This is an optimization exercise on Yosys and OpenROAD, whose aim is small area, a short achievable clock period and few clock cycles, not a production implementation. Function was checked by simulation only, so behaviour that the tests miss may differ from the original. No activity file was given, so power comes from the tool's default toggle rates.

## sorted_list_store_unit
module sorted_list_store_unit
#(
  parameter int unsigned CAPACITY = DEF_CAPACITY
) (
  input  logic                    clk,
  input  logic                    rst,
  input  logic                    in_valid,
  output logic                    in_ready,
  input  logic [1:0]              command,
  input  logic signed [VAL_W-1:0] value,
  input  logic [3:0]              position,
  output logic                    out_valid,
  input  logic                    out_ready,
  output logic [1:0]              status,
  output logic signed [VAL_W-1:0] data_out,
  output logic [3:0]              found_index,
  output logic [4:0]              count
);
  localparam int unsigned IDX_W = $clog2(CAPACITY);
  localparam int unsigned CNT_W = $clog2(CAPACITY + 1);
  logic                    i_v;
  logic [1:0]              i_cmd;
  logic signed [VAL_W-1:0] i_val;
  logic [IDX_W-1:0]        i_pos;
  logic                    e_v;
  logic [1:0]              e_cmd;
  logic signed [VAL_W-1:0] e_val;
  logic [IDX_W-1:0]        e_pos;
  logic [CAPACITY-1:0]     e_lt, e_eq, e_wr;
  logic                    e_xlt, e_xeq;
  logic                    s_v;
  logic [1:0]              s_status;
  logic signed [VAL_W-1:0] s_data;
  logic [IDX_W-1:0]        s_idx;
  ...
Settings: LEC_CHECK=0, CAP_MARGIN=20, CORE_MARGIN=2, CORE_UTILIZATION=40, SLEW_MARGIN=20; clock period 7.0 ns.
run.sh (not shown) runs the stock make flow with config.mk's settings and CLKGATE_MAP_FILE= SYNTH_SCRIPT=/design/flow/synth_recipe.tcl, a recipe that flattens the netlist after the stock synthesis.
Testbench counts at the start, summed over its fixed seeds: cycles 24,024.
==> next run, changes <==
--- a/flow/config.mk
+++ b/flow/config.mk
@@ -9,3 +9,4 @@
 export CORE_MARGIN = 2
 export CORE_UTILIZATION = 40
+export SETUP_SLACK_MARGIN = 4.0
 export SLEW_MARGIN = 20
=> The changed run finished clean; wire length went up by 9.1%; non-clock buffer count went up by 248; via count went up by 5.4%.


## the reference run
Another version of the RTL of sorted_list_store_unit (not shown whole).
For scale: roughly 7200 cells after synthesis, ~730 flip-flops, roughly 87 I/O pins, ~0.050 mm2 of cells after synthesis.
Settings: LEC_CHECK=0, ABC_AREA=1, CAP_MARGIN=20, CORE_MARGIN=2, CORE_UTILIZATION=55, CTS_CLUSTER_DIAMETER=60, CTS_CLUSTER_SIZE=20, PLACE_DENSITY=0.7, SETUP_SLACK_MARGIN=4.2, SLEW_MARGIN=20, SYNTH_HIERARCHICAL=1, TNS_END_PERCENT=50; clock period 7.0 ns.
Testbench counts of the reference run, summed over its fixed seeds: cycles 24,024.
### the reference run -> the trial run
- removing CTS_CLUSTER_DIAMETER (formerly 60)
- removing TNS_END_PERCENT (formerly 50)
- changing SETUP_SLACK_MARGIN from 4.2 to 3.5
- removing CTS_CLUSTER_SIZE (formerly 20)
- removing ABC_AREA (formerly 1)
==> run notes <==
- For the trial run, the most common library cell in the layout ignoring fill and taps was sky130_fd_sc_hd__a22oi_1, unlike the reference run, where it was sky130_fd_sc_hd__nand2_1.
- Result for the trial run and the reference run: all clean
- Cmp the trial run and the reference run / sequential share of layout area / lower: the reference run
- Comparing cell count after synthesis for the trial run and the reference run, the bigger number came from the reference run.
- Average wire length per cell after detail routing for the trial run: 30% up relative to the reference run


The RTL this note starts from:
==> flow/design.v <==
package sls_pkg;
  localparam int unsigned DEF_CAPACITY = 16;
  localparam int unsigned VAL_W        = 32;
  localparam logic signed [VAL_W-1:0] MISS_VALUE = -32'sd99999;
  typedef enum logic [1:0] {
    CMD_INSERT     = 2'd0,
    CMD_REMOVE_AT  = 2'd1,
    CMD_REMOVE_VAL = 2'd2,
    CMD_GET        = 2'd3
  } cmd_t;
  typedef enum logic [1:0] {
    ST_DONE = 2'd0,
    ST_FULL = 2'd1,
    ST_MISS = 2'd2
  } status_t;
endpackage
import sls_pkg::*;
module sls_cell
(
  input  logic                    clk,
  input  logic                    sel_hold,
  input  logic                    sel_left,      
  input  logic                    sel_value,     
  input  logic                    sel_right,     
  input  logic [VAL_W-1:0]        left_entry,
  input  logic [VAL_W-1:0]        right_entry,
  input  logic [VAL_W-1:0]        ins_value,
  input  logic [VAL_W-1:0]        cmp_value_n,   
  output logic [VAL_W-1:0]        entry,
  input  logic                    cmp_load,      
  input  logic                    left_gt,
  input  logic                    left_eq,
  input  logic                    right_gt,
  input  logic                    right_eq,
  input  logic                    value_gt,      
  input  logic                    value_eq,
  output logic                    gt,            
  output logic                    eq,            
  output logic                    x_gt,          
  output logic                    x_eq
);
  logic [VAL_W-1:0] cmp_value;
  assign cmp_value = ~cmp_value_n;
  assign gt = (entry > cmp_value);
  assign eq = (entry == cmp_value);
  always_ff @(posedge clk) begin
    entry <= ({VAL_W{sel_hold}}  & entry)      | ({VAL_W{sel_left}}  & left_entry) |
             ({VAL_W{sel_value}} & ins_value)  | ({VAL_W{sel_right}} & right_entry);
  end
  always_ff @(posedge clk) begin
    if (cmp_load) begin
      x_gt <= (sel_hold & gt) | (sel_left & left_gt) | (sel_value & value_gt) |
              (sel_right & right_gt);
      x_eq <= (sel_hold & eq) | (sel_left & left_eq) | (sel_value & value_eq) |
              (sel_right & right_eq);
    end
  end
endmodule
import sls_pkg::*;
module sorted_list_store_unit
#(
  parameter int unsigned CAPACITY = DEF_CAPACITY
) (
  input  logic                    clk,
  input  logic                    rst,
  input  logic                    in_valid,
  output logic                    in_ready,
  input  logic [1:0]              command,
  input  logic signed [VAL_W-1:0] value,
  input  logic [3:0]              position,
  output logic                    out_valid,
  input  logic                    out_ready,
  output logic [1:0]              status,
  output logic signed [VAL_W-1:0] data_out,
  output logic [3:0]              found_index,
  output logic [4:0]              count
);
  localparam int unsigned IDX_W = $clog2(CAPACITY);
  localparam int unsigned CNT_W = $clog2(CAPACITY + 1);
  logic                    i_v;
  logic [1:0]              i_cmd;
  logic [VAL_W-1:0]        i_nu;      
  logic [IDX_W-1:0]        i_pos;
  logic                    e_v;
  logic [1:0]              e_cmd;
  logic [VAL_W-1:0]        e_u;       
  logic signed [VAL_W-1:0] e_val;
  logic [IDX_W-1:0]        e_pos;
  logic                    s_v;
  logic [1:0]              s_status;
  logic signed [VAL_W-1:0] s_data;
  logic [IDX_W-1:0]        s_idx;
  logic [CNT_W-1:0]        s_count;
  logic [VAL_W-1:0]        entry [CAPACITY];
  logic [CAPACITY-1:0]     vld;             
  logic [CNT_W-1:0]        fill;
  logic                    accept, exec, adv;
  assign in_ready = !(i_v && e_v && s_v);
  assign accept   = in_valid && in_ready;
  assign exec     = e_v && !s_v;
  assign adv      = i_v && (!e_v || exec);
  logic [CAPACITY-1:0]     c_gt, c_eq, x_gt, x_eq;
  logic [CAPACITY-1:0]     sel_hold, sel_left, sel_value, sel_right;
  logic                    v_gt, v_eq;
  assign v_gt    = (e_u > ~i_nu);
  assign v_eq    = (e_u == ~i_nu);
  assign e_val   = e_u ^ {1'b1, {(VAL_W-1){1'b0}}};
  for (genvar i = 0; i < CAPACITY; i++) begin : g_cell
    localparam int L = (i == 0) ? 0 : i - 1;
    localparam int R = (i == CAPACITY - 1) ? i : i + 1;
    sls_cell u_cell (
      .clk         (clk),
      .sel_hold    (sel_hold[i]),
      .sel_left    (sel_left[i]),
      .sel_value   (sel_value[i]),
      .sel_right   (sel_right[i]),
      .left_entry  (entry[L]),
      .right_entry (entry[R]),
      .ins_value   (e_u),
      .cmp_value_n (i_nu),
      .entry       (entry[i]),
      .cmp_load    (adv),
      .left_gt     (c_gt[L]),
      .left_eq     (c_eq[L]),
      .right_gt    (c_gt[R]),
      .right_eq    (c_eq[R]),
      .value_gt    (v_gt),
      .value_eq    (v_eq),
      .gt          (c_gt[i]),
      .eq          (c_eq[i]),
      .x_gt        (x_gt[i]),
      .x_eq        (x_eq[i])
    );
  end
  logic [CAPACITY-1:0] mark, eqv, from_eq, here, first_eq, at_pos, psel, shift_up;
  logic                full, pos_ok, found, is_ins, ins_ok, rat_ok;
  logic [IDX_W-1:0]    ins_idx, val_idx;
  logic signed [VAL_W-1:0] pos_data;
  logic [1:0]              r_status;
  logic signed [VAL_W-1:0] r_data;
  logic [IDX_W-1:0]        r_idx;
  logic [CNT_W-1:0]        r_count;
  assign mark = ~vld | x_gt;      
  assign eqv  = vld & x_eq;
  always_comb begin
    for (int i = 0; i < CAPACITY; i++) begin
      at_pos[i] = (IDX_W'(i) >= e_pos);
      psel[i]   = (IDX_W'(i) == e_pos);
    end
  end
  always_comb begin
    from_eq[0] = eqv[0];
    for (int i = 1; i < CAPACITY; i++) from_eq[i] = from_eq[i-1] | eqv[i];
  end
  assign full   = vld[CAPACITY-1];
  assign pos_ok = |(psel & vld);
  assign found  = from_eq[CAPACITY-1];
  assign is_ins = (e_cmd == CMD_INSERT);
  assign ins_ok = is_ins && !full;
  assign rat_ok = (e_cmd == CMD_REMOVE_AT) && pos_ok;
  always_comb begin
    ins_idx  = '0;
    val_idx  = '0;
    pos_data = '0;
    for (int i = 0; i < CAPACITY; i++) begin
      here[i]     = mark[i] && (i == 0 || !mark[(i == 0) ? 0 : i-1]);
      first_eq[i] = eqv[i] && (i == 0 || !from_eq[(i == 0) ? 0 : i-1]);
      shift_up[i] = (i > 0) && mark[(i == 0) ? 0 : i-1];
      if (here[i])     ins_idx |= IDX_W'(i);
      if (first_eq[i]) val_idx |= IDX_W'(i);
      if (psel[i])     pos_data |= entry[i] ^ {1'b1, {(VAL_W-1){1'b0}}};
    end
  end
  always_comb begin
    for (int i = 0; i < CAPACITY; i++) begin
      sel_left[i]  = exec && ins_ok && shift_up[i];
      sel_value[i] = exec && ins_ok && here[i];
      sel_right[i] = exec && (((e_cmd == CMD_REMOVE_AT) && at_pos[i]) ||
                              (e_cmd == CMD_REMOVE_VAL && from_eq[i]));
      sel_hold[i]  = !(sel_left[i] || sel_value[i] || sel_right[i]);
    end
  end
  always_comb begin
    r_status = ST_MISS;
    r_data   = MISS_VALUE;
    r_idx    = '0;
    r_count  = fill;
    case (e_cmd)
      CMD_INSERT: begin
        if (full) begin
          r_status = ST_FULL;
        end else begin
          r_status = ST_DONE;
          r_data   = e_val;
          r_idx    = ins_idx;
          r_count  = fill + 1'b1;
        end
      end
      CMD_REMOVE_AT, CMD_GET: begin
        if (pos_ok) begin
          r_status = ST_DONE;
          r_data   = pos_data;
          r_idx    = e_pos;
          if (e_cmd == CMD_REMOVE_AT) r_count = fill - 1'b1;
        end
      end
      default: begin
        if (found) begin
          r_status = ST_DONE;
          r_data   = e_val;
          r_idx    = val_idx;
          r_count  = fill - 1'b1;
        end
      end
    endcase
  end
  always_ff @(posedge clk) begin
    if (rst) begin
      fill <= '0;
      vld  <= '0;
    end else if (exec) begin
      fill <= r_count;
      if (ins_ok) vld <= {vld[CAPACITY-2:0], 1'b1};
      else if (rat_ok || (e_cmd == CMD_REMOVE_VAL && found)) vld <= {1'b0, vld[CAPACITY-1:1]};
    end
  end
  always_ff @(posedge clk) begin
    if (rst) begin
      i_v <= 1'b0;
      e_v <= 1'b0;
    end else begin
      if (accept)    i_v <= 1'b1;
      else if (adv)  i_v <= 1'b0;
      if (adv)       e_v <= 1'b1;
      else if (exec) e_v <= 1'b0;
    end
  end
  always_ff @(posedge clk) begin
    if (accept) begin
      i_cmd <= command;
      i_nu  <= {value[VAL_W-1], ~value[VAL_W-2:0]};
      i_pos <= position;
    end
    if (adv) begin
      e_cmd <= i_cmd;
      e_u   <= ~i_nu;
      e_pos <= i_pos;
    end
  end
  always_ff @(posedge clk) begin
    if (rst) begin
      out_valid <= 1'b0;
      s_v       <= 1'b0;
    end else begin
      if (s_v) begin
        if (out_ready) s_v <= 1'b0;
      end else if (out_valid && !out_ready) begin
        s_v <= exec;
      end else begin
        out_valid <= exec;
      end
    end
  end
  always_ff @(posedge clk) begin
    if (s_v) begin
      if (out_ready) begin
        status      <= s_status;
        data_out    <= s_data;
        found_index <= s_idx;
        count       <= s_count;
      end
    end else if (!out_valid || out_ready) begin
      if (exec) begin
        status      <= r_status;
        data_out    <= r_data;
        found_index <= r_idx;
        count       <= r_count;
      end
    end
    if (exec && out_valid && !out_ready) begin
      s_status <= r_status;
      s_data   <= r_data;
      s_idx    <= r_idx;
      s_count  <= r_count;
    end
  end
endmodule
Settings: LEC_CHECK=0, CAP_MARGIN=20, CORE_MARGIN=2, CORE_UTILIZATION=55, PLACE_DENSITY=0.7, SETUP_SLACK_MARGIN=4.2, SLEW_MARGIN=20, SYNTH_HIERARCHICAL=1; clock period 7.0 ns.
Testbench counts at the start, summed over its fixed seeds: cycles 24,024.
Edit:
--- a/flow/config.mk
+++ b/flow/config.mk
@@ -6,9 +6,13 @@
 export NUM_CORES = 4
 export LEC_CHECK = 0
+export ABC_AREA = 1
 export CAP_MARGIN = 20
 export CORE_MARGIN = 2
-export CORE_UTILIZATION = 55
-export PLACE_DENSITY = 0.7
+export CORE_UTILIZATION = 62
+export CTS_CLUSTER_DIAMETER = 60
+export CTS_CLUSTER_SIZE = 20
+export PLACE_DENSITY = 0.75
 export SETUP_SLACK_MARGIN = 4.2
 export SLEW_MARGIN = 20
 export SYNTH_HIERARCHICAL = 1
+export TNS_END_PERCENT = 30
After rerunning: The new run finished clean. Maximum frequency is higher by 4.2%. Count of clock-buffer cells in the layout is lower by 39. Area after synthesis is higher by 5.4%. Die area is lower by 6.4%.
Edit:
--- a/flow/config.mk
+++ b/flow/config.mk
@@ -6,11 +6,10 @@
 export NUM_CORES = 4
 export LEC_CHECK = 0
-export ABC_AREA = 1
 export CAP_MARGIN = 20
 export CORE_MARGIN = 2
-export CORE_UTILIZATION = 62
+export CORE_UTILIZATION = 55
 export CTS_CLUSTER_DIAMETER = 60
 export CTS_CLUSTER_SIZE = 20
-export PLACE_DENSITY = 0.75
+export PLACE_DENSITY = 0.7
 export SETUP_SLACK_MARGIN = 4.2
 export SLEW_MARGIN = 20
The new run completed without violations.
Flip-flop and latch count stays the same.
Hold slack got worse by 9.3 ps.
Maximum frequency drops by 1.5%.
Final area drops by 4.5%.
Clock skew barely changes.
Edit:
--- a/flow/config.mk
+++ b/flow/config.mk
@@ -6,4 +6,5 @@
 export NUM_CORES = 4
 export LEC_CHECK = 0
+export ABC_AREA = 1
 export CAP_MARGIN = 20
 export CORE_MARGIN = 2
@@ -12,5 +13,5 @@
 export CTS_CLUSTER_SIZE = 20
 export PLACE_DENSITY = 0.7
-export SETUP_SLACK_MARGIN = 4.2
+export SETUP_SLACK_MARGIN = 4.0
 export SLEW_MARGIN = 20
 export SYNTH_HIERARCHICAL = 1
Result: The changed run completed without violations. Power is lower by a little under a tenth. Wire length is lower by a little under a tenth. Clock skew stays flat. Global-route usage is lower by 6.2 points. Synthesized cell count is higher by well over a third. Final cell count is higher by a quarter to a third. Core utilization is lower by 3.7 points. Clock power is higher by a few percent. Final area barely changes.
Edit:
--- a/flow/config.mk
+++ b/flow/config.mk
@@ -13,6 +13,6 @@
 export CTS_CLUSTER_SIZE = 20
 export PLACE_DENSITY = 0.7
-export SETUP_SLACK_MARGIN = 4.0
+export SETUP_SLACK_MARGIN = 4.2
 export SLEW_MARGIN = 20
 export SYNTH_HIERARCHICAL = 1
-export TNS_END_PERCENT = 30
+export TNS_END_PERCENT = 10
Power went up by a few percent.
Clock skew stays flat.
Global-route usage came out higher by 2.8 points.
Sequential power barely changes.
Sequential share of layout area falls by 0.35 points.
Clock power went up by a few percent.
Edit:
--- a/flow/config.mk
+++ b/flow/config.mk
@@ -16,3 +16,3 @@
 export SLEW_MARGIN = 20
 export SYNTH_HIERARCHICAL = 1
-export TNS_END_PERCENT = 10
+export TNS_END_PERCENT = 30
Result: Clock skew barely changes. Count of clock-buffer cells in the layout stays the same. Setup slack improves by 300 ps.

## port drivers added, routing unchanged
In the flow no input, the clock included, has a driving cell. The finished layouts below were timed again as built, in two steps.
Step 1 sets driving cells, clkbuf_16 on the clock port and buf_2 on the other inputs (assumed; they add their load-dependent delay and slew).
Step 2 times the ports against the registers' clock, not the clock port: input delays grow and output delays shrink by t, the midpoint of the rising clock arrivals with the driver on.
Three values: ideal, step 1, step 2; two values: the first two.
run | t (ns) | setup slack, ns | slew at the worst register clock pin (ns) | worst data-port slew with drivers (ns) | cell pins on the clock port's net
the first run of note 1 | 0.754 | 0.442 / 0.442 / 0.442 | 0.07 / 0.07 | 0.04 | 1
the second run of note 1 | 0.760 | 1.449 / 1.449 / 1.449 | 0.07 / 0.07 | 0.04 | 1
the reference run | 0.733 | 3.963 / 3.963 / 3.584 | 0.09 / 0.09 | 0.04 | 1
the trial run | 0.742 | 3.398 / 3.398 / 3.398 | 0.07 / 0.07 | 0.08 | 1
the first run of note 3 | 0.738 | 3.831 / 3.831 / 3.759 | 0.07 / 0.07 | 0.05 | 1
the second run of note 3 | 0.722 | 3.958 / 3.920 / 3.554 | 0.09 / 0.09 | 0.06 | 1
the third run of note 3 | 0.731 | 3.910 / 3.910 / 3.910 | 0.09 / 0.09 | 0.08 | 1
the fourth run of note 3 | 0.732 | 3.888 / 3.888 / 3.566 | 0.09 / 0.09 | 0.04 | 1
the fifth run of note 3 | 0.752 | 3.629 / 3.629 / 3.549 | 0.08 / 0.08 | 0.06 | 1
the sixth run of note 3 | 0.730 | 3.930 / 3.930 / 3.591 | 0.09 / 0.09 | 0.04 | 1
After both steps setup and hold are still met in every run listed. For the second run of note 3, which loses most, drivers alone change the setup slack by -0.038 ns; drivers and shift together by -0.404 ns.
